This design comes from an exercise in tuning for small area and a short achievable clock period on the open sky130 flow, not from production work. No functional check of the RTL was part of any run shown here. Power figures rest on the tool's default switching activity, not on a simulated workload.

==> flow/design.v <==
module mcdf_arb_n #(
    parameter  int NCH   = 4,
    parameter  int DW    = 32,
    parameter  int DEPTH = 32,
    localparam int ID_W  = (NCH > 1) ? $clog2(NCH) : 1
) (
    input  logic                clk_i,
    input  logic                rstn_i,
    input  logic [NCH*DW-1:0]   ch_data_i,
    input  logic [NCH-1:0]      ch_valid_i,
    output logic [NCH-1:0]      ch_ready_o,
    input  logic [NCH-1:0]      cfg_en_i,
    input  logic [NCH*2-1:0]    cfg_prio_i,
    input  logic [NCH*3-1:0]    cfg_pkglen_i,
    output logic [NCH*8-1:0]    margin_o,
    input  logic                f2a_id_req_i,
    input  logic                f2a_ack_i,
    output logic                a2f_val_o,
    output logic [ID_W-1:0]     a2f_id_o,
    output logic [DW-1:0]       a2f_data_o,
    output logic [2:0]          a2f_pkglen_sel_o
);
    localparam int AW = $clog2(DEPTH);
    localparam int CW = AW + 1;
    localparam int RD = DEPTH - 1;      
    logic            xfer;
    logic [DW-1:0]   head   [NCH];
    logic [DW-1:0]   sreg   [NCH][RD];
    logic [CW-1:0]   mgn    [NCH];      
    logic [DW-1:0]   rdat   [NCH];
    logic [NCH-1:0]  empty, one, full, push, pop, elig, cur, h_din, h_mem;
    logic [ID_W-1:0] rr_ptr, winner;
    logic            win_found, grant_go, xfer_pop, last;
    logic [AW-1:0]   wcnt;
    always_comb begin
        for (int n = 0; n < NCH; n++) begin
            empty[n]           = mgn[n][AW];
            one[n]             = (mgn[n] == CW'(DEPTH - 1));
            full[n]            = (mgn[n] == '0);
            cur[n]             = (a2f_id_o == ID_W'(n));
            ch_ready_o[n]      = cfg_en_i[n] && !full[n];
            push[n]            = ch_valid_i[n] && cfg_en_i[n] && !full[n];
            pop[n]             = xfer_pop && cur[n];
            elig[n]            = cfg_en_i[n] && !empty[n];
            margin_o[n*8 +: 8] = 8'(mgn[n]);
            h_din[n]           = push[n] && (empty[n] || (one[n] && pop[n]));
            h_mem[n]           = pop[n] && !one[n];
        end
    end
    assign a2f_val_o  = xfer && !empty[a2f_id_o];
    assign xfer_pop   = a2f_val_o && f2a_ack_i;
    assign a2f_data_o = head[a2f_id_o];
    localparam int NT = RD + 1;               
    localparam int NA = (NT + 2) / 3;         
    localparam int NN = (NA + 3) / 4;         
    for (genvar n = 0; n < NCH; n++) begin : g_rd
        logic [3*NA-1:0]    sel;
        logic [DW*3*NA-1:0] dat;
        always_comb begin
            sel = '0;
            dat = '0;
            for (int i = 0; i < RD; i++) begin
                sel[i]            = (mgn[n] == CW'(RD - 1 - i));
                dat[i*DW +: DW]   = sreg[n][i];
            end
            sel[RD]           = h_din[n];
            dat[RD*DW +: DW]  = ch_data_i[n*DW +: DW];
        end
        for (genvar b = 0; b < DW; b++) begin : g_b
            logic [4*NN-1:0] t;
            logic [NN-1:0]   u;
            for (genvar k = 0; k < 4*NN; k++) begin : g_a
                if (k < NA) begin : g_aoi
                    mcdf_arb_aoi222 u_aoi (
                        .a0(dat[(3*k)*DW + b]),   .s0(sel[3*k]),
                        .a1(dat[(3*k+1)*DW + b]), .s1(sel[3*k+1]),
                        .a2(dat[(3*k+2)*DW + b]), .s2(sel[3*k+2]),
                        .y(t[k]));
                end else begin : g_one
                    assign t[k] = 1'b1;
                end
            end
            for (genvar k = 0; k < NN; k++) begin : g_n
                mcdf_arb_nand4 u_nand (.a(t[4*k]), .b(t[4*k+1]), .c(t[4*k+2]), .d(t[4*k+3]), .y(u[k]));
            end
            assign rdat[n][b] = |u;
        end
    end
    logic [NCH-1:0] win;
    logic [2:0]     win_len;
    always_comb begin
        for (int i = 0; i < NCH; i++) begin
            win[i] = elig[i];
            for (int j = 0; j < NCH; j++) begin
                if (j != i) begin
                    logic [ID_W-1:0] di, dj;
                    di = ID_W'(i) - rr_ptr - ID_W'(1);    
                    dj = ID_W'(j) - rr_ptr - ID_W'(1);
                    win[i] = win[i] && (!elig[j] ||
                             (cfg_prio_i[i*2 +: 2] < cfg_prio_i[j*2 +: 2]) ||
                             ((cfg_prio_i[i*2 +: 2] == cfg_prio_i[j*2 +: 2]) && (di < dj)));
                end
            end
        end
        win_found = |elig;
        winner    = '0;
        win_len   = '0;
        for (int i = 0; i < NCH; i++) begin
            winner  = winner  | (win[i] ? ID_W'(i) : '0);
            win_len = win_len | (win[i] ? cfg_pkglen_i[i*3 +: 3] : 3'd0);
        end
    end
    assign grant_go = !xfer && f2a_id_req_i && win_found;
    always_comb begin
        case (a2f_pkglen_sel_o)
            3'd0:    last = &wcnt[1:0];
            3'd1:    last = &wcnt[2:0];
            3'd2:    last = &wcnt[3:0];
            default: last = &wcnt[4:0];
        endcase
    end
    always_ff @(posedge clk_i or negedge rstn_i) begin
        if (!rstn_i) begin
            xfer             <= 1'b0;
            a2f_id_o         <= '0;
            a2f_pkglen_sel_o <= '0;
            rr_ptr           <= ID_W'(NCH - 1);
            wcnt             <= '0;
        end else begin
            if (grant_go) begin
                xfer             <= 1'b1;
                a2f_id_o         <= winner;
                rr_ptr           <= winner;
                a2f_pkglen_sel_o <= win_len;
            end
            if (xfer_pop) begin
                if (last) begin
                    xfer <= 1'b0;
                    wcnt <= '0;
                end else begin
                    wcnt <= wcnt + AW'(1);
                end
            end
        end
    end
    always_ff @(posedge clk_i or negedge rstn_i) begin
        if (!rstn_i) begin
            for (int n = 0; n < NCH; n++) mgn[n] <= CW'(DEPTH);
        end else begin
            for (int n = 0; n < NCH; n++) begin
                if (push[n] && !pop[n])      mgn[n] <= mgn[n] - CW'(1);
                else if (pop[n] && !push[n]) mgn[n] <= mgn[n] + CW'(1);
            end
        end
    end
    always_ff @(posedge clk_i) begin
        for (int n = 0; n < NCH; n++) begin
            if (h_din[n] || h_mem[n]) head[n] <= rdat[n];
            if (push[n]) begin
                sreg[n][0] <= ch_data_i[n*DW +: DW];
                for (int i = 1; i < RD; i++) sreg[n][i] <= sreg[n][i-1];
            end
        end
    end
endmodule
module mcdf_arb_aoi222 (
    input  logic a0, s0, a1, s1, a2, s2,
    output logic y
);
    assign y = !((a0 && s0) || (a1 && s1) || (a2 && s2));
endmodule
module mcdf_arb_nand4 (
    input  logic a, b, c, d,
    output logic y
);
    assign y = !(a && b && c && d);
endmodule
==> flow/run.sh <==
#!/bin/bash
# synth_recipe.tcl (not shown) runs the flow's synth.tcl, then flattens the netlist and writes it again
# the make line also repeats each setting of config.mk as NAME=value (left out here)
make -C /OpenROAD-flow-scripts/flow DESIGN_CONFIG=/design/flow/config.mk WORK_HOME=/design/flow/orfs CLKGATE_MAP_FILE= SYNTH_SCRIPT=/design/flow/synth_recipe.tcl finish
==> flow/config.mk <==
export PLATFORM = sky130hd
export DESIGN_NAME = mcdf_arb_n
export DESIGN_NICKNAME = mcdf_arb_n
export VERILOG_FILES = /design/flow/design.v
export SDC_FILE = /design/flow/constraint.sdc
export NUM_CORES = 4
export LEC_CHECK = 0
export CAP_MARGIN = 20
export CORE_MARGIN = 2
export CORE_UTILIZATION = 40
export SLEW_MARGIN = 20
export SYNTH_HIERARCHICAL = 1
==> flow/constraint.sdc <==
create_clock -name core_clock -period 8.0 [get_ports {clk_i}]
set_input_delay 1.6000 -clock core_clock [delete_from_list [all_inputs] [get_ports {clk_i}]]
set_output_delay 1.6000 -clock core_clock [all_outputs]
set_load 0.01 [all_outputs]
==> metrics.md, run 1 <==
| Metric | Value |
|---|---|
| Outcome | `finished clean` |
| Dpl hpwl | `231000 microns` |
| Die height | `606 microns` |
| Via density | `6.40` |
| # port buffers | `225` |
| Tmin final | `about 5100 ps` |
| DRC Markers | `0` |
| Starting DRT DRC Count | `approximately 19000` |
| Clk pin slew, worst setup/hold paths | `60 ps` |
| Area leader, netlist | `edfxtp_1` |
| Final ANT Viol Nets | `0` |
| I/O pin cnt | `234` |
| Period utilisation layout | `63.3%` |
| Final setup fails | `0` |
| H-tree depth | `5` |
| Die X | `about 600 microns` |
| Synthesis warning total | `11` |
| Worst slew margin relative to its limit | `~15%` |
| Setup crit end kind | `output port` |
| Synth Instances | `6582` |
| Non-filler cells, final | `12900` |
| Seq/Total Area, Yosys | `roughly 85%` |
| Worst Setup Path Type | `flip-flop to output port` |
| Netlist cell types | `57` |
| # rows | `221` |
| CP arrival | `3470 ps` |
| Final Hold Fails | `0` |
| Vias in the first global route | `79900` |
| Post-route core utilization | `between 40% and 50%` |
| Type of origin of the critical path | `flip-flop` |
| # resized after CTS | `0` |
| #FFs+latches synth | `about 4100` |
| Peak VDD IR | `just under 0.2 mV` |
| Largest cells by area after synthesis | `edfxtp_1 85%, a222oi_1 9.7%, nand4_1 1.7%` |
| Grt ovf | `0` |
| EDFF count, synth | `4096` |
| Top_reg_cell synth | `edfxtp_1` |
| Worst Path Max Fanout | `25` |
| Area grow syn2layout | `16.8%` |
| Clk sinks | `4133` |
| Vias | `around 83000` |
| Yosys top cell area share | `84.8%` |
| Die ar. | `368000 sq um` |
| Layout cells sized above 1 | `10.6%` |
| Clk root buf | `clkbuf_16` |
| DR pass1 iterations | `12` |
| CTS Buf Count | `410` |
| Min-Delay Path Class | `flip-flop to flip-flop` |
| Final worst slack | `2930 ps` |
| RSZ-0062 raised after global routing | `false` |
| Clock tree from TritonCTS | `yes` |
| Clock skew | `56.6 ps` |
| Max cap viols | `0` |
| Critical Path RT | `6400 ps` |
| TNS Setup | `0 ps` |
| Post-Syn Area | `145000 sq um` |
| Clock latency on the worst-skew pair | `980 ps` |
| Routed WL per cell | `32.7 microns` |
| Pre-CTS setup slack | `2800 ps` |
| Mean Syn Cell Area | `22.0 sq um` |
| Post-Place Cells | `12100` |
| Slew @ Worst Pin | `1270 ps` |
| Fin nets | `7959` |
| Routed wire length | `423000 microns` |
| Max Clock Freq | `197 MHz` |
| Async SR Flop Fraction | `0.895%` |
| Cell Pwr Density | `323 nW/um^2` |
| Pleak | `54.0 nW` |
| Slew Limit Fails | `0` |
| Total GRT Usage | `22.1%` |
| First-pass GRT wire length | `588000 microns` |
| Deepest clock path buffer count | `4` |
| Initial antenna violation count | `26` |
| Core area | `362000 sq um` |
| Starting Density | `40.1%` |
| GPL Wtd Cong | `between 0.8 and 0.9` |
| # Post-CTS Setup Buffers | `0` |
| # hold bufs at CTS | `0` |
| Largest net degree at the start of global routing | `roughly 220` |
[cells in the mapped netlist (24+ instances only)]
| cell type | n |
|---|---|
| a222oi_1 | 1408 |
| and2_1 | 50 |
| and3_1 | 44 |
| dfrtp_1 | 31 |
| edfxtp_1 | 4096 |
| ha_1 | 40 |
| inv_1 | 24 |
| mux4_2 | 33 |
| nand2_1 | 37 |
| nand4_1 | 385 |
| nor2_1 | 61 |
| or3_1 | 132 |
[area by class of cell]
type / instances / area, sq um
diodes: 21 / 52.6
clock buffers: 498 / 10700
clock inverters: 246 / 2170
fillers: 29700 / 192000
inverters: 25 / 103
multi-input cells: 2777 / 22600
flip-flops and latches: 4133 / 124000
well taps: 4794 / 6000
repair buffers: 412 / 3880
[cell usage in the layout (no fill, tap or decap), types with 18 or more instances in the layout]
master and instances:
clkbuf_1 77, mux4_2 33, bufinv_16 34, clkbuf_16 414
nor2_1 34, ha_1 40, nand2b_1 20, clkdlybuf4s50_1 224
clkinv_2 70, buf_4 169, nand4_1 385, or3_1 132
clkinv_1 107, and3_1 42, inv_1 21, and2_1 50
a21oi_1 18, nand2_1 37, diode_2 21, edfxtp_1 4096
conb_1 392, a222oi_1 1408, nand3_1 18, dfrtp_1 29
[Yosys stat by module, one instance, submodules excluded]
module	cells inside	flops+latches
mcdf_arb_n	4790	4133
mcdf_arb_aoi222	1	0
mcdf_arb_nand4	1	0
[sequential cells by signal, summed over array words and instances, names as in the netlist]
register and cells:
mgn 24, xfer 1, sreg 3968, rr_ptr 2, a2f_id_o 2, wcnt 5, a2f_pkglen_sel_o 3, head 128
[power by group]
| group | switching [W] | internal (W) |
|---|---|---|
| clock network | 0.00822 | 0.0106 |
| logic | 0.00527 | 0.00245 |
| registers | 0.00164 | 0.0266 |
| total | 0.0151 | 0.0396 |
[path summary, 6_finish.rpt]
| kind | startpoint | to | slack (ps) | cells past startpoint |
|---|---|---|---|---|
| setup / recovery | a2f_id_o[0] | a2f_data_o[6] | 2930 | 3 |
| hold / removal | sreg[79][10] | sreg[80][10] | 410 | 0 |
| setup reg to reg | mgn[0][5] | sreg[15][20] | 3410 | 7 |
| hold reg to reg | sreg[79][10] | sreg[80][10] | 410 | 0 |
| max in group asynchronous | rstn_i | mgn[2][4] | 6680 | 2 |
| min in group asynchronous | rstn_i | mgn[1][1] | 730 | 2 |
[stage by stage]
stage / cell area (sq um) / hold WS, ps / total power [W]
after detailed placement: 156000 / 432 / 0.0361
after floorplan: 147000 / 426 / 0.0325
final: 170000 / 411 / 0.0548
after CTS: 169000 / 406 / 0.0549
after global placement: 156000 / 429 / 0.0359
after global routing: 169000 / 415 / 0.0563
[critical path: stages, from the launching register on]
cell and delay [ps]:
dfrtp_2 650, buf_4 520, mux4_2 570, clkdlybuf4s50_1 720
[logic make-up after synthesis]
family                   Yosys count  share of synthesized area [%]
flip-flops                      4133                           85.4
AO/OA/AOI/OAI                   1474                           10.0
AND/OR/NAND/NOR                  809                           3.33
buffers and inverters             62                          0.213
adder cells (fa/ha/maj)           40                          0.345
multiplexers                      38                          0.548
XOR/XNOR                          24                          0.145
other                              2                        0.00518
[layer usage]
layer	share of wire (%)	global-route usage [%]	vias up
met2	45	33.6	5885
li1	-	-	33200
met1	37	30.0	42600
met5	0.072	0	-
met4	5.9	12.2	14
met3	12	4.27	838
==> run 2: changes to the inputs <==
--- a/flow/design.v
+++ b/flow/design.v
@@ -68,19 +68,16 @@
         end
         for (genvar b = 0; b < DW; b++) begin : g_b
-            logic [4*NN-1:0] t;
-            logic [NN-1:0]   u;
-            for (genvar k = 0; k < 4*NN; k++) begin : g_a
-                if (k < NA) begin : g_aoi
-                    mcdf_arb_aoi222 u_aoi (
-                        .a0(dat[(3*k)*DW + b]),   .s0(sel[3*k]),
-                        .a1(dat[(3*k+1)*DW + b]), .s1(sel[3*k+1]),
-                        .a2(dat[(3*k+2)*DW + b]), .s2(sel[3*k+2]),
-                        .y(t[k]));
-                end else begin : g_one
-                    assign t[k] = 1'b1;
-                end
+            logic [NA-1:0] t;
+            logic [NN-1:0] u;
+            for (genvar k = 0; k < NA; k++) begin : g_a
+                mcdf_arb_aoi222 u_aoi (
+                    .a0(dat[(3*k)*DW + b]),   .s0(sel[3*k]),
+                    .a1(dat[(3*k+1)*DW + b]), .s1(sel[3*k+1]),
+                    .a2(dat[(3*k+2)*DW + b]), .s2(sel[3*k+2]),
+                    .y(t[k]));
             end
             for (genvar k = 0; k < NN; k++) begin : g_n
-                mcdf_arb_nand4 u_nand (.a(t[4*k]), .b(t[4*k+1]), .c(t[4*k+2]), .d(t[4*k+3]), .y(u[k]));
+                localparam int W = (NA - 4*k < 4) ? NA - 4*k : 4;
+                mcdf_arb_nand #(.W(W)) u_nand (.a(t[4*k +: W]), .y(u[k]));
             end
             assign rdat[n][b] = |u;
@@ -170,8 +167,10 @@
     assign y = !((a0 && s0) || (a1 && s1) || (a2 && s2));
 endmodule
-module mcdf_arb_nand4 (
-    input  logic a, b, c, d,
-    output logic y
+module mcdf_arb_nand #(
+    parameter int W = 4
+) (
+    input  logic [W-1:0] a,
+    output logic         y
 );
-    assign y = !(a && b && c && d);
+    assign y = !(&a);
 endmodule
--- a/flow/config.mk
+++ b/flow/config.mk
@@ -8,5 +8,6 @@
 export CAP_MARGIN = 20
 export CORE_MARGIN = 2
-export CORE_UTILIZATION = 40
+export CORE_UTILIZATION = 70
+export SETUP_SLACK_MARGIN = 4.2
 export SLEW_MARGIN = 20
 export SYNTH_HIERARCHICAL = 1
==> metrics.md, run 2 <==
| Metric | Value |
|---|---|
| Outcome | `finished clean (unchanged)` |
| Starting DRT DRC Count | `19200 (was 19000)` |
| TNS Setup | `0 ps (unchanged)` |
| Core area | `206000 sq um (was 362000 sq um)` |
| Met2 GRT Util | `52.5% (was 33.6%)` |
| Worst Path Max Fanout | `8 (was 25)` |
| RSZ-0062 raised after global routing | `true (was false)` |
| Die ar. | `211000 sq um (was 368000 sq um)` |
| Clk pin slew, worst setup/hold paths | `60 ps (about the same)` |
| Routed wire length | `389000 microns (was 423000 microns)` |
| Final Hold Fails | `0 (unchanged)` |
| Tmin final | `4190 ps (was 5070 ps)` |
| GPL Wtd Cong | `0.882 (was 0.859)` |
| Reg2reg setup slack | `4150 ps (was 3410 ps)` |
| Die height | `459 microns (was 606 microns)` |
| EDFF count, synth | `4096 (unchanged)` |
| Pleak | `54.1 nW (was 54.0 nW)` |
| Min-Delay Path Class | `flip-flop to flip-flop (unchanged)` |
| Top_reg_cell synth | `edfxtp_1 (unchanged)` |
| Vias in the first global route | `79700 (was 79900)` |
| Most numerous cell in the Yosys netlist | `edfxtp_1 (unchanged)` |
| Worst setup path endpoint | `a2f_data_o[8] (was a2f_data_o[6])` |
| Commonest non-fill, non-tap cell in the layout | `edfxtp_1 (unchanged)` |
| Netlist cell types | `57 (unchanged)` |
| Biggest register | `sreg (unchanged)` |
| Area leader, netlist | `edfxtp_1 (unchanged)` |
| I/O pin cnt | `234 (unchanged)` |
| Worst hold stages | `0 (unchanged)` |
| Mean Syn Cell Area | `22.0 sq um (about the same)` |
| Post-synth top cells | `4096 x edfxtp_1, 1408 x a222oi_1, 257 x nand4_1 (was 4096 x edfxtp_1, 1408 x a222oi_1, 385 x nand4_1)` |
| Total GRT Usage | `36.4% (was 22.1%)` |
| Max cap viols | `0 (unchanged)` |
| DR pass1 iterations | `13 (was 12)` |
| Clk sinks | `4133 (unchanged)` |
| Max Clock Freq | `238 MHz (was 197 MHz)` |
| #FFs+latches synth | `4133 (unchanged)` |
| Largest cells by area after synthesis | `edfxtp_1 85%, a222oi_1 9.7%, nand4_1 1.1% (was edfxtp_1 85%, a222oi_1 9.7%, nand4_1 1.7%)` |
| Grt ovf | `0 (unchanged)` |
| Via density | `7.73 (was 6.40)` |
| Dpl cell area | `153000 sq um (was 156000 sq um)` |
| Worst Setup Path Type | `flip-flop to output port (unchanged)` |
| # rows | `167 (was 221)` |
| FF-to-FF path depth | `7 (unchanged)` |
| Worst r2r src | `mgn[2][5] (was mgn[0][5])` |
| Top Usage Layer GRT | `met2 (unchanged)` |
| Regs by FF count | `sreg (3968), head (128), mgn (24) (unchanged)` |
| Pint | `0.0397 W (was 0.0396 W)` |
| Post-Syn Area | `145000 sq um (about the same)` |
| Clock latency on the worst-skew pair | `980 ps (about the same)` |
| Clk root buf | `clkbuf_16 (unchanged)` |
| Cell Pwr Density | `329 nW/um^2 (was 323 nW/um^2)` |
| Post-route cell area | `166000 sq um (was 170000 sq um)` |
| # hold bufs at CTS | `0 (unchanged)` |
| Setup crit end kind | `output port (unchanged)` |
| Synth Instances | `6581 (was 6582)` |
| H-tree depth | `5 (unchanged)` |
| Tot Pwr | `0.0546 W (was 0.0548 W)` |
| Area grow syn2layout | `14.6% (was 16.8%)` |
| Async SR Flop Fraction | `0.895% (unchanged)` |
| Crit Reg-Reg Endpoint | `sreg[82][5] (was sreg[15][20])` |
| CTS Buf Count | `397 (was 410)` |
| Switching Fraction | `27.3% (was 27.6%)` |
| CP arrival | `2590 ps (was 3470 ps)` |
| Clk pwr share | `32.6% (was 34.4%)` |
| Vias | `82600 (about the same)` |
| Dpl hpwl | `206000 microns (was 231000 microns)` |
| Slew Limit Fails | `0 (unchanged)` |
| Initial antenna violation count | `28 (was 26)` |
| Fin nets | `7860 (was 7959)` |
| Switch Pwr | `0.0149 W (was 0.0151 W)` |
| Worst slew margin relative to its limit | `17.4% (was 15.3%)` |
| Met1 usage | `50.9% (was 30.0%)` |
| Combinational Power Share | `15.4% (was 14.1%)` |
| Final worst slack | `3810 ps (was 2930 ps)` |
| Synthesis warning total | `11 (unchanged)` |
| Die X | `459 microns (was 606 microns)` |
| Fillers | `10300 (was 29700)` |
| Peak VDD IR | `0.253 mV (was 0.197 mV)` |
| First-pass GRT wire length | `550000 microns (was 588000 microns)` |
| Met3 usage | `10.1% (was 4.27%)` |
| Share of power burned in registers | `52.0% (was 51.5%)` |
| Largest net degree at the start of global routing | `220 (was 218)` |
| Final ANT Viol Nets | `0 (unchanged)` |
| Final setup fails | `0 (unchanged)` |
| Yosys top cell area share | `84.9% (was 84.8%)` |
| Routed WL per cell | `36.5 microns (was 32.7 microns)` |
| Largest register FFs | `3968 (unchanged)` |
| Slew @ Worst Pin | `1240 ps (was 1270 ps)` |
| Deepest clock path buffer count | `4 (unchanged)` |
| # port buffers | `225 (unchanged)` |
| DRC Markers | `0 (unchanged)` |
| Seq/Total Area, Yosys | `85.5% (was 85.4%)` |
| Critical Path RT | `6400 ps (about the same)` |
| Most frequent cells in the layout | `4096 x edfxtp_1, 1408 x a222oi_1, 404 x clkbuf_16 (was 4096 x edfxtp_1, 1408 x a222oi_1, 414 x clkbuf_16)` |
| Type of origin of the critical path | `flip-flop (unchanged)` |
| Starting Density | `70.2% (was 40.1%)` |
| Clock tree from TritonCTS | `yes (unchanged)` |
| Clock skew | `31.6 ps (was 56.6 ps)` |
| Worst Setup SP | `a2f_id_o[0] (unchanged)` |
| Layout cells sized above 1 | `11.7% (was 10.6%)` |
| Pre-CTS setup slack | `2990 ps (was 2800 ps)` |
| Period utilisation layout | `52.4% (was 63.3%)` |
==> run 2: cell types whose count changed after synthesis <==
cell	before	now
conb_1	2	1
nand3_1	19	147
nand4_1	385	257
==> run 2: area by class of cell <==
| type | count | area, sq um | share of cell area, % |
|---|---|---|---|
| flip-flops and latches | 4133 | 124000 | 74.6 |
| multi-input cells | 2649 | 22100 | 13.3 |
| clock buffers | 499 | 10400 | 6.28 |
| repair buffers | 454 | 4440 | 2.68 |
| well taps | 2704 | 3380 | 2.04 |
| clock inverters | 192 | 1580 | 0.951 |
| inverters | 25 | 108 | 0.0648 |
| diodes | 21 | 52.6 | 0.0316 |
==> run 2: logic make-up (layout without fill, tap and decap cells) <==
logic type      Yosys count  count (layout)  share of synthesized area, %
flops                  4133            4133                          85.5
compound gates         1474            1474                          10.0
simple gates            809             809                          3.23
buf+inv                  62            1170                         0.213
fa+ha+maj                40              40                         0.345
mux                      38              38                         0.548
xor+xnor                 24              24                         0.145
other cells               1             285                       0.00259
==> run 2: power groups by stage <==
stage               Sequential [W]  Combinational, W  Clock, W
finish                      0.0284           0.00843    0.0178
global route                0.0285           0.00873    0.0187
CTS                         0.0283           0.00814    0.0179
detailed placement          0.0287           0.00764         0
global placement            0.0286           0.00741         0
floorplan                   0.0286           0.00432         0
==> run 2: Yosys stat by module (local to each module, per instance), a selection <==
module	times used	cells	flip-flops and latches	cell area (sq um)
mcdf_arb_n	1	4789	4133	129000
mcdf_arb_aoi222	1408	1	0	10.0
==> run 2: what timing repair did <==
action / in CTS / in global routing
setup buffers: 38 / 9
gates cloned: 5 / 2
hold endpoints to repair: 0 / 0
gates resized for setup: 265 / 16
endpoints found under the setup margin: 808 / 446
pin swaps: 9 / 6
==> run 2: routing by layer <==
metal / share of wire [%] / wire length [microns]
met4: 6.4 / 24800
met3: 15 / 60300
met2: 45 / 174000
met1: 33 / 130000
met5: 0.054 / 210
==> run 2: worst min-delay path by stage <==
stage,start,to,slack (ps)
after floorplan,sreg[99][0],sreg[100][0],430
after global placement,sreg[91][4],sreg[92][4],430
after detailed placement,sreg[108][15],sreg[109][15],430
after CTS,sreg[120][22],sreg[121][22],430
after global routing,sreg[106][8],sreg[107][8],440
final,sreg[120][22],sreg[121][22],430
==> run 2: per-stage QoR <==
step	utilization, %	hold slack (ps)	instances
2_1_floorplan	-	426	6844
3_3_place_gp	74.2	428	9910
3_5_place_dp	74.2	431	9910
4_1_cts	80.4	427	10600
5_1_grt	80.4	444	10700
6_report	80.5	426	10700
==> run 2: worst max-delay path, cell delays in order, from the launching register on <==
cell and delay [ps]:
dfrtp_2 380, buf_12 160, buf_12 150, buf_16 190, mux4_2 590, buf_6 160
==> run 3: changes to the inputs <==
--- a/flow/config.mk
+++ b/flow/config.mk
@@ -9,4 +9,6 @@
 export CORE_MARGIN = 2
 export CORE_UTILIZATION = 70
+export CTS_BUF_LIST = sky130_fd_sc_hd__clkbuf_4 sky130_fd_sc_hd__clkbuf_8
+export CTS_CLUSTER_SIZE = 20
 export SETUP_SLACK_MARGIN = 4.2
 export SLEW_MARGIN = 20
==> metrics.md, run 3 <==
| Metric | Value |
|---|---|
| Fin nets | `8104 (was 7860)` |
| Peak VDD IR | `0.250 mV (was 0.253 mV)` |
| Min-Delay Path Class | `flip-flop to flip-flop (unchanged)` |
| # rows | `167 (unchanged)` |
| Clock skew | `37.3 ps (was 31.6 ps)` |
| Async SR Flop Fraction | `0.895% (unchanged)` |
| Post-Place Cells | `9910 (unchanged)` |
| DR pass1 iterations | `12 (was 13)` |
| Fillers | `10500 (was 10300)` |
| Hold Path Origin | `sreg[81][24] (was sreg[120][22])` |
| Post-synth top cells | `4096 x edfxtp_1, 1408 x a222oi_1, 257 x nand4_1 (unchanged)` |
| Synth Instances | `6581 (unchanged)` |
| CP arrival | `2710 ps (was 2590 ps)` |
| Max cap viols | `0 (unchanged)` |
| Final ANT Viol Nets | `0 (unchanged)` |
| First-pass GRT wire length | `551000 microns (was 550000 microns)` |
| TNS Setup | `0 ps (unchanged)` |
| Hold Path Sink | `sreg[82][24] (was sreg[121][22])` |
| Worst hold stages | `0 (unchanged)` |
| Non-filler cells, final | `11100 (was 10700)` |
| Regs by FF count | `sreg (3968), head (128), mgn (24) (unchanged)` |
| Mean Syn Cell Area | `22.0 sq um (unchanged)` |
| Routed WL per cell | `35.1 microns (was 36.5 microns)` |
| Cell Pwr Density | `322 nW/um^2 (was 329 nW/um^2)` |
| Final setup fails | `0 (unchanged)` |
| DRC Markers | `0 (unchanged)` |
| Routed wire length | `389000 microns (about the same)` |
| Via density | `7.55 (was 7.73)` |
| Most numerous cell in the Yosys netlist | `edfxtp_1 (unchanged)` |
| Largest net degree at the start of global routing | `220 (unchanged)` |
| # hold bufs at CTS | `0 (unchanged)` |
| Die height | `459 microns (unchanged)` |
| Area grow syn2layout | `14.3% (was 14.6%)` |
| Yosys top cell area share | `84.9% (unchanged)` |
| Final worst slack | `3690 ps (was 3810 ps)` |
| Worst Path Max Fanout | `8 (unchanged)` |
| Tmin final | `4310 ps (was 4190 ps)` |
| Grt ovf | `0 (unchanged)` |
| H-tree depth | `6 (was 5)` |
| Pleak | `54.4 nW (was 54.1 nW)` |
| I/O pin cnt | `234 (unchanged)` |
| Starting DRT DRC Count | `19100 (was 19200)` |
| Area leader, netlist | `edfxtp_1 (unchanged)` |
| GPL Wtd Cong | `0.882 (unchanged)` |
| Setup crit end kind | `output port (unchanged)` |
| Post-Syn Area | `145000 sq um (unchanged)` |
| Crit Reg-Reg Endpoint | `sreg[8][18] (was sreg[82][5])` |
| Slew @ Worst Pin | `1270 ps (was 1240 ps)` |
| Period utilisation layout | `53.9% (was 52.4%)` |
| Dpl hpwl | `206000 microns (unchanged)` |
| # port buffers | `225 (unchanged)` |
| Clock latency on the worst-skew pair | `1110 ps (was 980 ps)` |
| Biggest register | `sreg (unchanged)` |
| Clock tree from TritonCTS | `yes (unchanged)` |
| Post-route core utilization | `80.2% (was 80.5%)` |
| FF-to-FF path depth | `8 (was 7)` |
| Clk root buf | `clkbuf_8 (was clkbuf_16)` |
| Reg2reg setup slack | `4250 ps (was 4150 ps)` |
| Slew Limit Fails | `0 (unchanged)` |
| Final Hold Fails | `0 (unchanged)` |
| Starting Density | `70.2% (unchanged)` |
| CTS Buf Count | `628 (was 397)` |
| Pre-CTS setup slack | `2990 ps (unchanged)` |
| Outcome | `finished clean (unchanged)` |
| Deepest clock path buffer count | `4 (unchanged)` |
| Worst Setup Path Type | `flip-flop to output port (unchanged)` |
| Type of origin of the critical path | `flip-flop (unchanged)` |
| Largest register FFs | `3968 (unchanged)` |
| Most frequent cells in the layout | `4096 x edfxtp_1, 1408 x a222oi_1, 648 x clkbuf_8 (was 4096 x edfxtp_1, 1408 x a222oi_1, 404 x clkbuf_16)` |
| Total GRT Usage | `36.4% (about the same)` |
| Core area | `206000 sq um (unchanged)` |
| EDFF count, synth | `4096 (unchanged)` |
| Max Clock Freq | `232 MHz (was 238 MHz)` |
| Worst r2r src | `mgn[0][5] (was mgn[2][5])` |
| Netlist cell types | `57 (unchanged)` |
| Synthesis warning total | `11 (unchanged)` |
| Vias | `83600 (was 82600)` |
| Top_reg_cell synth | `edfxtp_1 (unchanged)` |
| Initial antenna violation count | `26 (was 28)` |
| Largest cells by area after synthesis | `edfxtp_1 85%, a222oi_1 9.7%, nand4_1 1.1% (unchanged)` |
| Die ar. | `211000 sq um (unchanged)` |
| #FFs+latches synth | `4133 (unchanged)` |
| Clk sinks | `4133 (unchanged)` |
| Worst slew margin relative to its limit | `15.5% (was 17.4%)` |
| Die X | `459 microns (unchanged)` |
| Critical Path RT | `6400 ps (about the same)` |
| Seq/Total Area, Yosys | `85.5% (unchanged)` |
| RSZ-0062 raised after global routing | `true (unchanged)` |
| Clk pin slew, worst setup/hold paths | `60 ps (about the same)` |
| Layout cells sized above 1 | `16.3% (was 11.7%)` |
| Vias in the first global route | `81400 (was 79700)` |
| Commonest non-fill, non-tap cell in the layout | `edfxtp_1 (unchanged)` |
## run 3: cell counts after synthesis
No cell type changed its count.
## run 3: layer usage
| metal | routed length, microns | share of wire, % | track usage (%) |
|---|---|---|---|
| met1 | 131000 | 34 | 50.9 |
| met3 | 62000 | 16 | 11.3 |
| met4 | 23400 | 6.0 | 19.9 |
| met5 | 187 | 0.048 | 0.276 |
| met2 | 172000 | 44 | 52.3 |
## run 3: through the flow
stage	cell area, sq um	hold WS (ps)	power (W)
after floorplan	146000	426	0.0329
after global placement	153000	428	0.0361
after detailed placement	153000	431	0.0364
after CTS	166000	423	0.0531
after global routing	166000	442	0.0547
final	166000	428	0.0533
## run 3: logic make-up (layout without fill, tap and decap cells)
group / Yosys count / count (layout) / synth area share, %
flip-flops: 4133 / 4133 / 85.5
AO/OA/AOI/OAI: 1474 / 1474 / 10.0
AND/OR/NAND/NOR: 809 / 809 / 3.23
buffers and inverters: 62 / 1562 / 0.213
adder cells (fa/ha/maj): 40 / 40 / 0.345
multiplexers: 38 / 38 / 0.548
XOR/XNOR: 24 / 24 / 0.145
other: 1 / 279 / 0.00259
## run 3: layout make-up
type	count	area (sq um)	share of cell area, %
antenna	15	37.5	0.0227
tap	2704	3380	2.04
clock inverter	209	957	0.578
clock buffer	861	10500	6.35
multi-input combinational	2649	22100	13.4
inverter	25	108	0.0650
sequential	4133	124000	74.8
timing repair buffer	467	4510	2.72
## run 3: worst max-delay path, stage by stage (launching register included)
cell     delay (ps)
dfrtp_2         370
buf_12          150
buf_12          150
buf_16          170
mux4_2          600
buf_6           160
## run 3: modules after synthesis, one instance, submodules excluded, a selection
module / flip-flops and latches / cell area [sq um]
mcdf_arb_n: 4133 / 129000
mcdf_arb_aoi222: 0 / 10.0
## run 3: timing repair
item,4_1_cts,5_1_grt
gates resized for setup,293,10
pin swaps,16,3
gates cloned,5,0
setup buffers,59,3
endpoints found under the setup margin,849,95
## run 3: report_power, final
part	leakage [nW]	total [W]	switching (W)	internal, W
Combinational	9.53	0.00850	0.00552	0.00298
Sequential	38.7	0.0283	0.00159	0.0267
Clock	6.08	0.0164	0.00791	0.00853
## run 3: how the worst max path moves through the flow
stage,start,end,slack [ps],cells after the start
global route,a2f_id_o[0],a2f_data_o[28],3670,5
finish,a2f_id_o[0],a2f_data_o[28],3690,5
CTS,a2f_id_o[0],a2f_data_o[28],3640,5
floorplan,cfg_en_i[3],mgn[3][5],-10140,6
global placement,cfg_en_i[0],sreg[6][28],3100,5
detailed placement,cfg_en_i[0],sreg[12][28],2990,5

what the ideal ports hide:
The flow's constraints put no driver on any port. The routed layouts listed below were extracted and timed again, unchanged, in two steps.
Step 1 assumes that a clkbuf_16 drives the clock port and a buf_2 every other input.
Step 2, shift: input delay + t, output delay - t, t = (earliest + latest rising clock arrival at the registers) / 2. This alone moves slack from input paths to output paths.
a / b / c = ideal ports / drivers / drivers and shift; a / b = the first two.
run	t (ns)	slack for setup (ns)	pins driven straight from the clock port
run 1	1.063	2.935 / 2.830 / 2.702	1
run 2	1.036	3.806 / 3.729 / 3.300	1
run 3	1.188	3.687 / 3.587 / 3.205	1
After both steps setup and hold are still met in every run listed. The setup slack of run 2, which loses most, moves by -0.077 ns with the drivers and by -0.506 ns with both steps.
